Context: an optimization exercise on an open-source flow, tuned for small area, a short achievable clock period and few clock cycles per item. The choices shown serve that exercise and are no tape-out recipe.
For this run, only the layout was checked, not whether the RTL still works.
No activity file was given, so power comes from the tool's default toggle rates.

**flow/standard.sh**
```bash
#!/bin/bash
# synth_recipe.tcl (not shown) runs the flow's synth.tcl, then flattens the netlist and writes it again
# the make line also repeats each setting of config.mk as NAME=value (left out here)
make -C /OpenROAD-flow-scripts/flow DESIGN_CONFIG=/design/flow/config.mk WORK_HOME=/design/flow/orfs CLKGATE_MAP_FILE= SYNTH_SCRIPT=/design/flow/synth_recipe.tcl "${@:-finish}"
```
**flow/constraint.sdc**
```tcl
create_clock -name core_clock -period 5.5 [get_ports {aclk}]
set_input_delay 1.1000 -clock core_clock [delete_from_list [all_inputs] [get_ports {aclk}]]
set_output_delay 1.1000 -clock core_clock [all_outputs]
set_load 0.01 [all_outputs]
```
**flow/flow/run.sh**
```bash
#!/bin/bash
# The standard layout, with buf_2 cells as the port buffers in place of the
# default delay-buffer cells, and a clock tree of clkbuf_8 cells without
# dummy balancing loads. Every tool's output goes to a log file here.
set -euo pipefail
export BUFFER_PORTS_ARGS="-buffer_cell sky130_fd_sc_hd__buf_2"
export CTS_ARGS="-sink_clustering_enable -repair_clock_nets -dont_use_dummy_load -sink_clustering_size 30 -sink_clustering_max_diameter 100 -buf_list sky130_fd_sc_hd__clkbuf_8"
bash standard.sh > standard_flow.log 2>&1
```
**flow/config.mk**
```make
export PLATFORM = sky130hd
export DESIGN_NAME = source_token_scanner
export DESIGN_NICKNAME = source_token_scanner
export VERILOG_FILES = /design/flow/design.v
export SDC_FILE = /design/flow/constraint.sdc
export NUM_CORES = 4
export LEC_CHECK = 0
export CAP_MARGIN = 20
export CORE_MARGIN = 2
export CORE_UTILIZATION = 45
export PLACE_DENSITY = 0.65
export SETUP_SLACK_MARGIN = 2.5
export SLEW_MARGIN = 20
export SYNTH_HIERARCHICAL = 1
```
**flow/design.v**
```verilog
package stt_pkg;
    localparam logic [4:0] KIND_EOF    = 5'd0;
    localparam logic [4:0] KIND_IDENT  = 5'd1;
    localparam logic [4:0] KIND_FUNC   = 5'd2;
    localparam logic [4:0] KIND_RETURN = 5'd3;
    localparam logic [4:0] KIND_INT    = 5'd4;
    localparam logic [4:0] KIND_LPAREN = 5'd5;
    localparam logic [4:0] KIND_RPAREN = 5'd6;
    localparam logic [4:0] KIND_COLON  = 5'd7;
    localparam logic [4:0] KIND_COMMA  = 5'd8;
    localparam logic [4:0] KIND_LBRACE = 5'd9;
    localparam logic [4:0] KIND_RBRACE = 5'd10;
    localparam logic [4:0] KIND_PLUS   = 5'd11;
    localparam logic [4:0] KIND_MINUS  = 5'd12;
    localparam logic [4:0] KIND_STAR   = 5'd13;
    localparam logic [4:0] KIND_SLASH  = 5'd14;
    localparam logic [4:0] KIND_ARROW  = 5'd15;
    localparam logic [4:0] KIND_EQEQ   = 5'd16;
endpackage
module stt_pick (
    input  logic [1:0] a,
    input  logic       sel,
    output logic       y
);
    assign y = sel ? a[1] : a[0];
endmodule
module source_token_scanner (
    input  logic        aclk,
    input  logic        aresetn,
    input  logic        s_valid,
    output logic        s_ready,
    input  logic [7:0]  s_char_code,
    input  logic        s_end_of_input,
    output logic        m_valid,
    input  logic        m_ready,
    output logic [4:0]  m_token_kind,
    output logic [31:0] m_start_pos,
    output logic [5:0]  m_token_length,
    output logic [30:0] m_int_value,
    output logic        m_leading_space,
    output logic        m_last_result
);
    localparam int PW = 18;
    localparam logic [7:0] CH_NEWLINE = 8'h0A;
    localparam logic [7:0] CH_LPAREN  = 8'h28;
    localparam logic [7:0] CH_RPAREN  = 8'h29;
    localparam logic [7:0] CH_STAR    = 8'h2A;
    localparam logic [7:0] CH_PLUS    = 8'h2B;
    localparam logic [7:0] CH_COMMA   = 8'h2C;
    localparam logic [7:0] CH_MINUS   = 8'h2D;
    localparam logic [7:0] CH_DOT     = 8'h2E;
    localparam logic [7:0] CH_SLASH   = 8'h2F;
    localparam logic [7:0] CH_COLON   = 8'h3A;
    localparam logic [7:0] CH_EQUALS  = 8'h3D;
    localparam logic [7:0] CH_GT      = 8'h3E;
    localparam logic [7:0] CH_LBRACE  = 8'h7B;
    localparam logic [7:0] CH_RBRACE  = 8'h7D;
    localparam logic [3:0] KW_NONE   = 4'd0;
    localparam logic [3:0] KW_F      = 4'd1;    
    localparam logic [3:0] KW_FU     = 4'd2;    
    localparam logic [3:0] KW_FUN    = 4'd3;    
    localparam logic [3:0] KW_FUNC   = 4'd4;    
    localparam logic [3:0] KW_R      = 4'd5;    
    localparam logic [3:0] KW_RE     = 4'd6;    
    localparam logic [3:0] KW_RET    = 4'd7;    
    localparam logic [3:0] KW_RETU   = 4'd8;    
    localparam logic [3:0] KW_RETUR  = 4'd9;    
    localparam logic [3:0] KW_RETURN = 4'd10;   
    localparam logic [3:0] KW_SLASH  = 4'd11;   
    localparam logic [3:0] KW_MINUS  = 4'd12;   
    localparam logic [3:0] KW_EQ     = 4'd13;   
    localparam logic [4:0] CL_OTHER   = 5'd0;
    localparam logic [4:0] CL_SPACE   = 5'd1;    
    localparam logic [4:0] CL_NEWLINE = 5'd2;
    localparam logic [4:0] CL_DOT     = 5'd3;
    localparam logic [4:0] CL_DIGIT   = 5'd4;
    localparam logic [4:0] CL_LPAREN  = 5'd5;
    localparam logic [4:0] CL_RPAREN  = 5'd6;
    localparam logic [4:0] CL_COLON   = 5'd7;
    localparam logic [4:0] CL_COMMA   = 5'd8;
    localparam logic [4:0] CL_LBRACE  = 5'd9;
    localparam logic [4:0] CL_RBRACE  = 5'd10;
    localparam logic [4:0] CL_PLUS    = 5'd11;
    localparam logic [4:0] CL_MINUS   = 5'd12;
    localparam logic [4:0] CL_STAR    = 5'd13;
    localparam logic [4:0] CL_SLASH   = 5'd14;
    localparam logic [4:0] CL_GT      = 5'd15;
    localparam logic [4:0] CL_EQUALS  = 5'd16;
    localparam logic [4:0] CL_F       = 5'd17;
    localparam logic [4:0] CL_R       = 5'd18;
    localparam logic [4:0] CL_U       = 5'd19;
    localparam logic [4:0] CL_N       = 5'd20;
    localparam logic [4:0] CL_C       = 5'd21;
    localparam logic [4:0] CL_E       = 5'd22;
    localparam logic [4:0] CL_T       = 5'd23;
    function automatic logic [4:0] classify(input logic [7:0] ch);
        logic [4:0] cl;
        case (ch)
            8'h09, 8'h0B, 8'h0C, 8'h0D, 8'h20: cl = CL_SPACE;
            CH_NEWLINE: cl = CL_NEWLINE;
            CH_DOT:     cl = CL_DOT;
            8'h30, 8'h31, 8'h32, 8'h33, 8'h34,
            8'h35, 8'h36, 8'h37, 8'h38, 8'h39: cl = CL_DIGIT;
            CH_LPAREN:  cl = CL_LPAREN;
            CH_RPAREN:  cl = CL_RPAREN;
            CH_COLON:   cl = CL_COLON;
            CH_COMMA:   cl = CL_COMMA;
            CH_LBRACE:  cl = CL_LBRACE;
            CH_RBRACE:  cl = CL_RBRACE;
            CH_PLUS:    cl = CL_PLUS;
            CH_MINUS:   cl = CL_MINUS;
            CH_STAR:    cl = CL_STAR;
            CH_SLASH:   cl = CL_SLASH;
            CH_GT:      cl = CL_GT;
            CH_EQUALS:  cl = CL_EQUALS;
            8'h66:      cl = CL_F;
            8'h72:      cl = CL_R;
            8'h75:      cl = CL_U;
            8'h6E:      cl = CL_N;
            8'h63:      cl = CL_C;
            8'h65:      cl = CL_E;
            8'h74:      cl = CL_T;
            default:    cl = CL_OTHER;
        endcase
        classify = cl;
    endfunction
    logic        skv_q;
    logic [4:0]  skc_q;
    logic [3:0]  skn_q;
    logic        ske_q;
    logic        srdy_q;
    logic        h1v_q;
    logic [4:0]  h1c_q;
    logic [3:0]  h1n_q;
    logic        h1e_q;
    logic        h0v_q;
    logic [4:0]  h0_q;
    logic [3:0]  h0n_q;
    logic [PW-1:0] pos_q;
    logic        comment_q;
    logic        space_q;
    logic        in_word_q;
    logic        digits_q;
    logic [3:0]  kw_q;
    logic [PW-1:0] start_q;
    logic [5:0]  len_q;
    logic [30:0] acc_q;
    logic [4:0]  kind_q;
    logic        lead_q;
    logic        last_q;
    logic        pend_q;
    logic        eofp_q;
    logic        go_free_q;
    logic        go_ready_q;
    assign s_ready         = srdy_q;
    assign m_valid         = pend_q;
    assign m_token_kind    = kind_q;
    assign m_start_pos     = {{(32 - PW){1'b0}}, start_q};
    assign m_token_length  = len_q;
    assign m_int_value     = acc_q;
    assign m_leading_space = lead_q;
    assign m_last_result   = last_q;
    logic       take;
    logic [4:0] in_cl;
    logic [4:0] c;
    logic [4:0] la;
    logic       la_end;
    assign take   = s_valid && srdy_q;
    assign in_cl  = classify(s_char_code);
    assign c      = h0_q;
    assign la     = h1c_q;
    assign la_end = h1e_q;
    logic h0_space;
    logic starts_word;
    logic touch;
    logic go_free;    
    logic go_ready;   
    assign h0_space    = c == CL_SPACE || c == CL_NEWLINE;
    assign starts_word = !comment_q && !in_word_q && !h0_space;
    assign touch       = !comment_q && (in_word_q || !h0_space);
    assign go_free     = go_free_q;
    assign go_ready    = go_ready_q;
    logic        c_digit;
    logic [3:0]  d;
    logic [5:0]  len_n;
    logic [3:0]  kw_n;
    logic        digits_n;
    logic        cmt_start;
    logic        la_gt;
    logic        la_slash;
    logic        ends;
    logic        found;
    logic [4:0]  kind;
    assign c_digit = c == CL_DIGIT;
    assign d       = h0n_q;
    assign len_n   = !in_word_q ? 6'd1 : (len_q == 6'd32) ? 6'd32 : len_q + 6'd1;
    always_comb begin
        kw_n = KW_NONE;
        if (!in_word_q) begin
            case (c)
                CL_F:      kw_n = KW_F;
                CL_R:      kw_n = KW_R;
                CL_SLASH:  kw_n = KW_SLASH;
                CL_MINUS:  kw_n = KW_MINUS;
                CL_EQUALS: kw_n = KW_EQ;
                default:   kw_n = KW_NONE;
            endcase
        end else begin
            case (kw_q)
                KW_F:     if (c == CL_U) kw_n = KW_FU;
                KW_FU:    if (c == CL_N) kw_n = KW_FUN;
                KW_FUN:   if (c == CL_C) kw_n = KW_FUNC;
                KW_R:     if (c == CL_E) kw_n = KW_RE;
                KW_RE:    if (c == CL_T) kw_n = KW_RET;
                KW_RET:   if (c == CL_U) kw_n = KW_RETU;
                KW_RETU:  if (c == CL_R) kw_n = KW_RETUR;
                KW_RETUR: if (c == CL_N) kw_n = KW_RETURN;
                default:  kw_n = KW_NONE;
            endcase
        end
    end
    assign digits_n = (!in_word_q || digits_q) && c_digit;
    localparam int AW = 28;
    logic          acc_keep;
    logic          acc_fresh;
    logic [1:0]    lo_sum;
    logic          lo_cout;
    logic          lo_cout_q;
    logic [AW-1:0] ha;
    logic [AW-1:0] hb;
    logic [AW:0]   pg_g [6];
    logic [AW:0]   pg_p [6];
    logic [AW-1:0] hi_sum;
    logic [30:0]   prod;
    logic          ovf;
    assign acc_keep  = in_word_q && digits_q && c_digit;
    assign acc_fresh = !in_word_q && c_digit;
    assign lo_sum[0] = acc_q[0] ^ d[1];
    assign lo_sum[1] = acc_q[1] ^ d[2] ^ (acc_q[0] & d[1]);
    assign lo_cout   = lo_cout_q;
    assign ha        = acc_q[29:2];
    assign hb        = acc_q[27:0];
    assign pg_g[0]   = {ha & hb, lo_cout};
    assign pg_p[0]   = {ha ^ hb, 1'b0};
    for (genvar l = 0; l < 5; l++) begin : g_ks
        for (genvar j = 0; j <= AW; j++) begin : g_pos
            if (j >= (1 << l)) begin : g_join
                assign pg_g[l + 1][j] = pg_g[l][j] | (pg_p[l][j] & pg_g[l][j - (1 << l)]);
                assign pg_p[l + 1][j] = pg_p[l][j] & pg_p[l][j - (1 << l)];
            end else begin : g_pass
                assign pg_g[l + 1][j] = pg_g[l][j];
                assign pg_p[l + 1][j] = pg_p[l][j];
            end
        end
    end
    assign hi_sum    = pg_p[0][AW:1] ^ pg_g[5][AW-1:0];
    assign prod      = {hi_sum, lo_sum, d[0]};
    assign ovf       = acc_q > 31'd214748364 || (acc_q == 31'd214748364 && d >= 4'd8);
    assign cmt_start = in_word_q && kw_q == KW_SLASH && c == CL_SLASH;
    assign la_gt     = !la_end && la == CL_GT;
    assign la_slash  = !la_end && la == CL_SLASH;
    assign ends      = la_end || la == CL_SPACE || la == CL_NEWLINE ||
                       la == CL_COMMA || la == CL_DOT || la == CL_LPAREN ||
                       la == CL_RPAREN || la == CL_LBRACE || la == CL_RBRACE ||
                       la == CL_COLON || la == CL_MINUS;
    always_comb begin
        found = 1'b0;
        kind  = stt_pkg::KIND_IDENT;
        case (c)
            CL_LPAREN, CL_RPAREN, CL_COLON, CL_COMMA,
            CL_LBRACE, CL_RBRACE, CL_PLUS, CL_STAR: found = 1'b1;
            CL_MINUS:  found = !la_gt;
            CL_SLASH:  found = !la_slash;
            CL_GT:     found = in_word_q && kw_q == KW_MINUS;
            CL_EQUALS: found = in_word_q && kw_q == KW_EQ;
            default:   found = 1'b0;
        endcase
        if (found) begin
            kind = c;
        end
        if (!found && ends) begin
            found = 1'b1;
            if (kw_n == KW_FUNC) begin
                kind = stt_pkg::KIND_FUNC;
            end else if (kw_n == KW_RETURN) begin
                kind = stt_pkg::KIND_RETURN;
            end else if (digits_n) begin
                kind = stt_pkg::KIND_INT;
            end else begin
                kind = stt_pkg::KIND_IDENT;
            end
        end
        if (cmt_start) begin
            found = 1'b0;
        end
    end
    logic [30:0] acc_d;
    assign acc_d = ({31{acc_ld_keep}} & (prod | {31{ovf}})) |
                   ({31{acc_hold}} & acc_q) | ({31{acc_ld_fresh}} & 31'(d));
    always_ff @(posedge aclk) begin
        acc_q <= acc_d;
    end
    function automatic logic low_carry(input logic [1:0] a, input logic [3:0] dd);
        low_carry = dd[3] | (a[1] & dd[2]) | ((a[1] | dd[2]) & a[0] & dd[1]);
    endfunction
    logic [1:0] acc_n_lo;
    assign acc_n_lo = acc_keep ? ({lo_sum[0], d[0]} | {2{ovf}})
                               : (acc_fresh ? d[1:0] : 2'd0);
    always_ff @(posedge aclk) begin
        if (h0_load) begin
            lo_cout_q <= ld_word ? low_carry(acc_n_lo, h1n_q) : low_carry(acc_q[1:0], h1n_q);
        end
    end
    always_ff @(posedge aclk) begin
        if (start_load) begin
            start_q <= pos_q;
        end
        if (eof_load) begin
            len_q   <= 6'd0;
            kind_q  <= stt_pkg::KIND_EOF;
            lead_q  <= 1'b0;
            last_q  <= 1'b1;
        end else if (ld_word) begin
            len_q   <= len_n;
            kind_q  <= kind;
            lead_q  <= space_q && digits_n;
            last_q  <= !la_end;
        end
        if (ld_word) begin
            kw_q     <= kw_n;
            digits_q <= digits_n;
        end
        if (h0_load) begin
            h0_q  <= la;
            h0n_q <= h1n_q;
        end
        if (h1_load) begin
            h1c_q <= skv_q ? skc_q : in_cl;
            h1n_q <= skv_q ? skn_q : s_char_code[3:0];
            h1e_q <= skv_q ? ske_q : s_end_of_input;
        end
        if (!skv_q) begin
            skc_q <= in_cl;
            skn_q <= s_char_code[3:0];
            ske_q <= s_end_of_input;
        end
    end
    logic [1:0] scan_m;
    logic [1:0] ld_word_m;
    logic [1:0] start_load_m;
    logic [1:0] eof_load_m;
    logic [1:0] h1_load_m;
    logic [1:0] h0_load_m;
    logic [1:0] acc_ld_keep_m;
    logic [1:0] acc_ld_fresh_m;
    logic [1:0] acc_hold_m;
    logic [1:0] skv_n_m;
    logic [1:0] h1v_n_m;
    logic [1:0] h0v_n_m;
    logic [1:0] pend_n_m;
    logic [1:0] eofp_n_m;
    logic [1:0] comment_n_m;
    logic [1:0] space_n_m;
    logic [1:0] in_word_n_m;
    logic [1:0] go_free_n_m;
    logic [1:0] go_ready_n_m;
    for (genvar m = 0; m < 2; m++) begin : g_m
        logic       busy;
        logic       go;
        logic       scan;
        logic       ld_word;
        logic       eof_load;
        logic       h1_load;
        logic       tok;
        logic       h1v_n;
        logic       h1e_n;
        logic       h0v_n;
        logic [4:0] h0_n;
        logic       pend_n;
        logic       eofp_n;
        logic       comment_n;
        logic       space_n;
        logic       in_word_n;
        logic       starts_word_n;
        assign busy     = pend_q && (m == 0);
        assign go       = go_free || (go_ready && (m == 1));
        assign scan     = go && h0v_q;
        assign ld_word  = scan && touch;
        assign eof_load = eofp_q && !busy;
        assign h1_load  = !h1v_q || go;
        assign tok      = ld_word && found;
        assign scan_m[m]         = scan;
        assign ld_word_m[m]      = ld_word;
        assign start_load_m[m]   = (scan && starts_word) || eof_load;
        assign eof_load_m[m]     = eof_load;
        assign h1_load_m[m]      = h1_load;
        assign h0_load_m[m]      = go && !la_end;
        assign acc_ld_keep_m[m]  = ld_word && acc_keep;
        assign acc_ld_fresh_m[m] = ld_word && acc_fresh;
        assign acc_hold_m[m]     = !ld_word && !eof_load;
        assign skv_n_m[m]        = skv_q ? !go : (take && !h1_load);
        always_comb begin
            h1v_n     = h1_load ? (skv_q || take) : h1v_q;
            h1e_n     = h1_load ? (skv_q ? ske_q : s_end_of_input) : h1e_q;
            h0v_n     = h0v_q;
            h0_n      = h0_q;
            pend_n    = busy || tok || eof_load;
            eofp_n    = eofp_q && !eof_load;
            comment_n = comment_q;
            space_n   = space_q;
            in_word_n = in_word_q;
            if (scan) begin
                if (comment_q) begin
                    if (c == CL_NEWLINE) begin
                        comment_n = 1'b0;
                        space_n   = 1'b0;
                    end
                end else if (!in_word_q && h0_space) begin
                    space_n = 1'b1;
                end else if (cmt_start) begin
                    comment_n = 1'b1;
                    in_word_n = 1'b0;
                end else if (found) begin
                    space_n   = 1'b0;
                    in_word_n = 1'b0;
                end else begin
                    in_word_n = 1'b1;
                end
            end
            if (go) begin
                if (la_end) begin
                    h0v_n     = 1'b0;
                    comment_n = 1'b0;
                    space_n   = 1'b0;
                    in_word_n = 1'b0;
                    eofp_n    = 1'b1;
                end else begin
                    h0v_n = 1'b1;
                    h0_n  = la;
                end
            end
            starts_word_n = !comment_n && !in_word_n && h0_n != CL_SPACE && h0_n != CL_NEWLINE;
        end
        assign h1v_n_m[m]      = h1v_n;
        assign h0v_n_m[m]      = h0v_n;
        assign pend_n_m[m]     = pend_n;
        assign eofp_n_m[m]     = eofp_n;
        assign comment_n_m[m]  = comment_n;
        assign space_n_m[m]    = space_n;
        assign in_word_n_m[m]  = in_word_n;
        assign go_free_n_m[m]  = h1v_n && (h1e_n ? (!eofp_n && !pend_n)
                                          : (!h0v_n || (!eofp_n && (!starts_word_n || !pend_n))));
        assign go_ready_n_m[m] = h1v_n && !eofp_n && pend_n && (h1e_n || (h0v_n && starts_word_n));
    end
    logic scan;
    logic ld_word;
    logic start_load;
    logic eof_load;
    logic h1_load;
    logic h0_load;
    logic acc_ld_keep;
    logic acc_ld_fresh;
    logic acc_hold;
    logic skv_n;
    logic h1v_n;
    logic h0v_n;
    logic pend_n;
    logic eofp_n;
    logic comment_n;
    logic space_n;
    logic in_word_n;
    logic go_free_n;
    logic go_ready_n;
    stt_pick p_scan         (.a(scan_m),         .sel(m_ready), .y(scan));
    stt_pick p_ld_word      (.a(ld_word_m),      .sel(m_ready), .y(ld_word));
    stt_pick p_start_load   (.a(start_load_m),   .sel(m_ready), .y(start_load));
    stt_pick p_eof_load     (.a(eof_load_m),     .sel(m_ready), .y(eof_load));
    stt_pick p_h1_load      (.a(h1_load_m),      .sel(m_ready), .y(h1_load));
    stt_pick p_h0_load      (.a(h0_load_m),      .sel(m_ready), .y(h0_load));
    stt_pick p_acc_ld_keep  (.a(acc_ld_keep_m),  .sel(m_ready), .y(acc_ld_keep));
    stt_pick p_acc_ld_fresh (.a(acc_ld_fresh_m), .sel(m_ready), .y(acc_ld_fresh));
    stt_pick p_acc_hold     (.a(acc_hold_m),     .sel(m_ready), .y(acc_hold));
    stt_pick p_skv_n        (.a(skv_n_m),        .sel(m_ready), .y(skv_n));
    stt_pick p_h1v_n        (.a(h1v_n_m),        .sel(m_ready), .y(h1v_n));
    stt_pick p_h0v_n        (.a(h0v_n_m),        .sel(m_ready), .y(h0v_n));
    stt_pick p_pend_n       (.a(pend_n_m),       .sel(m_ready), .y(pend_n));
    stt_pick p_eofp_n       (.a(eofp_n_m),       .sel(m_ready), .y(eofp_n));
    stt_pick p_comment_n    (.a(comment_n_m),    .sel(m_ready), .y(comment_n));
    stt_pick p_space_n      (.a(space_n_m),      .sel(m_ready), .y(space_n));
    stt_pick p_in_word_n    (.a(in_word_n_m),    .sel(m_ready), .y(in_word_n));
    stt_pick p_go_free_n    (.a(go_free_n_m),    .sel(m_ready), .y(go_free_n));
    stt_pick p_go_ready_n   (.a(go_ready_n_m),   .sel(m_ready), .y(go_ready_n));
    always_ff @(posedge aclk) begin
        if (!aresetn) begin
            skv_q      <= 1'b0;
            srdy_q     <= 1'b1;
            h1v_q      <= 1'b0;
            h0v_q      <= 1'b0;
            pos_q      <= '0;
            comment_q  <= 1'b0;
            space_q    <= 1'b0;
            in_word_q  <= 1'b0;
            pend_q     <= 1'b0;
            eofp_q     <= 1'b0;
            go_free_q  <= 1'b0;
            go_ready_q <= 1'b0;
        end else begin
            skv_q      <= skv_n;
            srdy_q     <= !skv_n;
            h1v_q      <= h1v_n;
            h0v_q      <= h0v_n;
            comment_q  <= comment_n;
            space_q    <= space_n;
            in_word_q  <= in_word_n;
            pend_q     <= pend_n;
            eofp_q     <= eofp_n;
            go_free_q  <= go_free_n;
            go_ready_q <= go_ready_n;
            if (eof_load) begin
                pos_q <= '0;
            end else if (scan) begin
                pos_q <= pos_q + PW'(1);
            end
        end
    end
endmodule
```
==> notes.md <==
# TYPE chip_impl_metric gauge
chip_impl_metric{name="timing.clock.skew",unit="ns"} 0.0314
chip_impl_metric{name="vias_per_cell",unit=""} 5.69
chip_impl_metric{name="drt_iter0_drc",unit=""} 346
chip_impl_metric{name="place.port_buffers",unit=""} 76
chip_impl_metric{name="total_power",unit="W"} 0.00204
chip_impl_metric{name="floorplan.die.width",unit="µm"} 136
chip_impl_metric{name="place_ws",unit="ns"} 2.27
chip_impl_info{name="grt_setup_unrepaired",value="yes"} 1
chip_impl_metric{name="num_vias",unit=""} 6764
chip_impl_metric{name="finalHoldWorstSlack",unit="ns"} 0.421
chip_impl_metric{name="gp_routability_congestion",unit=""} 0.864
chip_impl_metric{name="synthesis_warning_total",unit=""} 9
chip_impl_metric{name="min_path_cells",unit=""} 0
chip_impl_metric{name="cts_inserted_buffers",unit=""} 17
chip_impl_metric{name="layout-drive-gt1-share",unit="%"} 14.6
chip_impl_metric{name="wl",unit="mm"} 18.3
chip_impl_metric{name="fin_setup_tns",unit="ns"} 0
chip_impl_metric{name="row_count",unit=""} 48
chip_impl_metric{name="syn2layout_area_growth",unit="%"} 9.80
chip_impl_metric{name="grt_start_max_net_pins",unit=""} 33
chip_impl_info{name="most-common-layout-cells",value="sky130_fd_sc_hd__nand2_1 (91), sky130_fd_sc_hd__dfxtp_1 (82), sky130_fd_sc_hd__buf_2 (77), sky130_fd_sc_hd__nor2_1 (76), sky130_fd_sc_hd__a21oi_1 (63)"} 1
chip_impl_metric{name="drt_pass1_iterations",unit=""} 5
chip_impl_metric{name="synth_enable_flop_cells",unit=""} 43
chip_impl_metric{name="top_level_ports",unit=""} 91
chip_impl_metric{name="final_critical_path_setup_slack",unit="ns"} 2.65
chip_impl_metric{name="numPlacedInstances",unit=""} 1161
chip_impl_metric{name="finalNonFillerCells",unit=""} 1188
chip_impl_info{name="synth_flop_cell",value="sky130_fd_sc_hd__dfxtp_1"} 1
chip_impl_metric{name="ctsHtreeMaxLevel",unit=""} 4
chip_impl_metric{name="reg2regPathDepth",unit=""} 10
chip_impl_metric{name="antenna_cells_inserted",unit=""} 0
chip_impl_metric{name="design.die.area",unit="µm²"} 18400
chip_impl_metric{name="finish.net_count",unit=""} 1016
chip_impl_metric{name="synthDistinctLibCells",unit=""} 80
chip_impl_metric{name="final_hold_vios",unit=""} 0
chip_impl_metric{name="critPathRequiredTime",unit="ns"} 5.83
chip_impl_metric{name="die_height",unit="µm"} 136
chip_impl_metric{name="ys_ff_latch",unit=""} 126
chip_impl_info{name="crit_start_category",value="flop"} 1
chip_impl_info{name="run_status",value="finished clean"} 1
chip_impl_metric{name="critical_path_arrival",unit="ns"} 3.18
chip_impl_metric{name="power.density",unit="nW/µm²"} 239
chip_impl_metric{name="max_cap_violations",unit=""} 0
chip_impl_metric{name="average_cell_area_after_synthesis",unit="µm²"} 8.70
chip_impl_metric{name="fraction_of_the_yosys_area_taken_by_sequential_cells",unit="%"} 37.9
chip_impl_metric{name="min_period_over_period",unit="%"} 51.8
chip_impl_metric{name="max-clock-path-buffers",unit=""} 2
chip_impl_info{name="crit_type",value="flop to flop"} 1
chip_impl_metric{name="period_needed",unit="ns"} 2.85
chip_impl_metric{name="critPathMaxFanout",unit=""} 7
chip_impl_metric{name="synthCells",unit=""} 895
chip_impl_metric{name="grt_antenna_before_repair",unit=""} 0
chip_impl_info{name="element_type_at_the_critical_path_end",value="flop"} 1
chip_impl_metric{name="finalMaxSlewViolations",unit=""} 0
chip_impl_metric{name="clock_sinks",unit=""} 126
chip_impl_info{name="final_common_cell",value="sky130_fd_sc_hd__nand2_1"} 1
chip_impl_metric{name="drc",unit=""} 0
chip_impl_metric{name="globalRouteOverflowTotal",unit=""} 0
chip_impl_metric{name="routed_wire_length_per_instance",unit="µm"} 15.4
chip_impl_metric{name="core_region_area",unit="µm²"} 17100
chip_impl_metric{name="slew_headroom",unit="%"} 55.1
chip_impl_metric{name="report.final.setup_viol",unit=""} 0
chip_impl_metric{name="r2r_setup_slack",unit="ns"} 2.65
chip_impl_metric{name="route.antenna.remaining_nets",unit=""} 0
chip_impl_metric{name="cts.clk_slew.worst_paths",unit="ns"} 0.06
chip_impl_metric{name="grt_usage",unit="%"} 20.3
chip_impl_metric{name="synth.cell_area",unit="µm²"} 7780
chip_impl_metric{name="start_util",unit="%"} 45.5
chip_impl_info{name="cts_root_buffer",value="sky130_fd_sc_hd__clkbuf_8"} 1
chip_impl_metric{name="synth-async-reset-ratio",unit="%"} 0
chip_impl_metric{name="clock.fmax",unit="GHz"} 0.351
chip_impl_metric{name="peakVddDrop",unit="mV"} 0.144
chip_impl_metric{name="tightestPinTransition",unit="ns"} 0.673
chip_impl_metric{name="clock_insertion_delay_worst_skew",unit="ns"} 0.46
chip_impl_metric{name="grt_pass1_vias",unit=""} 6038
chip_impl_info{name="tritoncts",value="built"} 1
chip_impl_metric{name="cellLeakagePower",unit="nW"} 3.63
chip_impl_metric{name="global_route_wire_length_before_repair",unit="mm"} 30.0
chip_impl_metric{name="post-dp-hpwl",unit="mm"} 12.7
chip_impl_info{name="worstHoldPathType",value="flop to flop"} 1
-- layer usage --
metal | vias to the layer above | global-route usage, % | wire length, µm
met5 | - | 0 | 0
met4 | 0 | 7.52 | 290
met3 | 21 | 3.55 | 777
met2 | 172 | 32.7 | 8690
met1 | 3188 | 27.6 | 8590
li1 | 3383 | - | -
-- critical path, cell delays in order, from the launching register on --
cell                       delay (ns)
sky130_fd_sc_hd__edfxtp_1        0.47
sky130_fd_sc_hd__nand3b_1        0.34
sky130_fd_sc_hd__o32a_2          0.43
sky130_fd_sc_hd__nor2_1          0.17
sky130_fd_sc_hd__and4b_1         0.25
sky130_fd_sc_hd__nor2_1          0.20
sky130_fd_sc_hd__a21o_1          0.17
sky130_fd_sc_hd__a21boi_1        0.21
sky130_fd_sc_hd__a221oi_1        0.09
sky130_fd_sc_hd__mux2_4          0.27
sky130_fd_sc_hd__and2_1          0.15
-- modules after synthesis, one instance, submodules excluded --
module | cells inside | flip-flops and latches
source_token_scanner | 876 | 126
stt_pick | 1 | 0
-- path summary, 6_finish.rpt --
kind,startpoint,end
setup / recovery,h0_q[4]$_DFFE_PP_,go_free_q$_SDFF_PN0_
hold / removal,h1n_q[0]$_DFFE_PP_,h0n_q[0]$_DFFE_PP_
setup reg to reg,h0_q[4]$_DFFE_PP_,go_free_q$_SDFF_PN0_
hold reg to reg,h1n_q[0]$_DFFE_PP_,h0n_q[0]$_DFFE_PP_
-- power by group --
group / switching (W) / leakage (nW) / internal (W) / total [W]
logic: 0.000200 / 2.40 / 0.000144 / 0.000345
registers: 0.0000636 / 1.10 / 0.00104 / 0.00111
clock network: 0.000323 / 0.122 / 0.000271 / 0.000594
-- state kept, by name, indices dropped and copies added, names as in the netlist, 4 cells and up --
name	flops
h1c_q	5
h0n_q	4
start_q	18
kw_q	4
len_q	6
kind_q	5
acc_q	31
skn_q	4
h1n_q	4
pos_q	18
h0_q	5
skc_q	5
-- metrics by stage --
| stage | util (%) | cell area [µm²] |
|---|---|---|
| final | 49.9 | 8550 |
| after global routing | 49.9 | 8550 |
| after CTS | 49.4 | 8460 |
| after detailed placement | 48.1 | 8230 |
| after global placement | 48.1 | 8230 |
| after floorplan | - | 7830 |
-- Yosys cell counts (8+ instances only) --
master                     instances  area, µm²
sky130_fd_sc_hd__mux2_4           19        285
sky130_fd_sc_hd__nand3_1          31        155
sky130_fd_sc_hd__clkbuf_1         23       86.3
sky130_fd_sc_hd__nand2b_1         15       93.8
sky130_fd_sc_hd__xnor2_1          17        149
sky130_fd_sc_hd__ha_1             37        463
sky130_fd_sc_hd__edfxtp_1         43       1290
sky130_fd_sc_hd__xor2_1           16        140
sky130_fd_sc_hd__nand3b_1          9       67.6
sky130_fd_sc_hd__a22oi_1           8       60.1
sky130_fd_sc_hd__dfxtp_1          83       1660
sky130_fd_sc_hd__a211oi_1         11       82.6
sky130_fd_sc_hd__or3_1            11       68.8
sky130_fd_sc_hd__buf_4            16        120
sky130_fd_sc_hd__a31oi_1           9       56.3
sky130_fd_sc_hd__o21ai_1          21        105
sky130_fd_sc_hd__nor3_1           21        105
sky130_fd_sc_hd__a21o_1           15        113
sky130_fd_sc_hd__and2_1           14       87.6
sky130_fd_sc_hd__nand2_1          91        342
sky130_fd_sc_hd__and3_1           12       75.1
sky130_fd_sc_hd__a21oi_1          63        315
sky130_fd_sc_hd__nor2_1           76        285
sky130_fd_sc_hd__inv_1            31        116
sky130_fd_sc_hd__o21ai_0          60        300
sky130_fd_sc_hd__nand4_1          13       81.3
-- repair_timing --
item	in CTS	in global routing
hold buffers	0	0
resized for setup	0	4
buffers inserted	0	10
endpoints found under the setup margin	0	7
-- layout make-up --
type,count,area (µm²)
sequential,126,2950
fill,1671,8570
inverter,31,116
clock buffer,17,234
tap,225,282
timing repair buffer,88,465
multi-input combinational,701,4500
-- cell families (layout without fill, tap and decap cells) --
logic type	after synthesis	count (layout)	synth area share, %
compound gates	259	259	21.1
xor+xnor	33	33	3.71
fa+ha+maj	39	39	6.33
buf+inv	81	136	5.18
flops	126	126	37.9
mux	26	26	4.60
other cells	1	14	0.0482
simple gates	330	330	21.1

-- afterwards: timing with drivers on the ports --
How much do the figures lean on ideal ports? The routed layout below was timed once more, with nothing changed but the port constraints.
Step 1 sets driving cells, clkbuf_16 on the clock port and buf_2 on the other inputs (assumed; they add their load-dependent delay and slew).
Step 2 adds t to the input delays and takes it off the output delays; t is the mean of the earliest and latest rising clock arrival at the registers after step 1. Input paths then give back, and output paths get back, about the clock's delay inside the block.
Three values: ideal, step 1, step 2; two values: the first two.
t, ns: 0.485
setup WS [ns]: 2.650 / 2.650 / 2.279
worst hold slack (ns): 0.421 / 0.421 / 0.421
worst setup path after step 2: input to register
worst slew at a driven data input, ns: 0.03
After both steps this run still meets setup and hold. For this run, drivers alone change the setup slack by 0.000 ns; drivers and shift together by -0.371 ns.
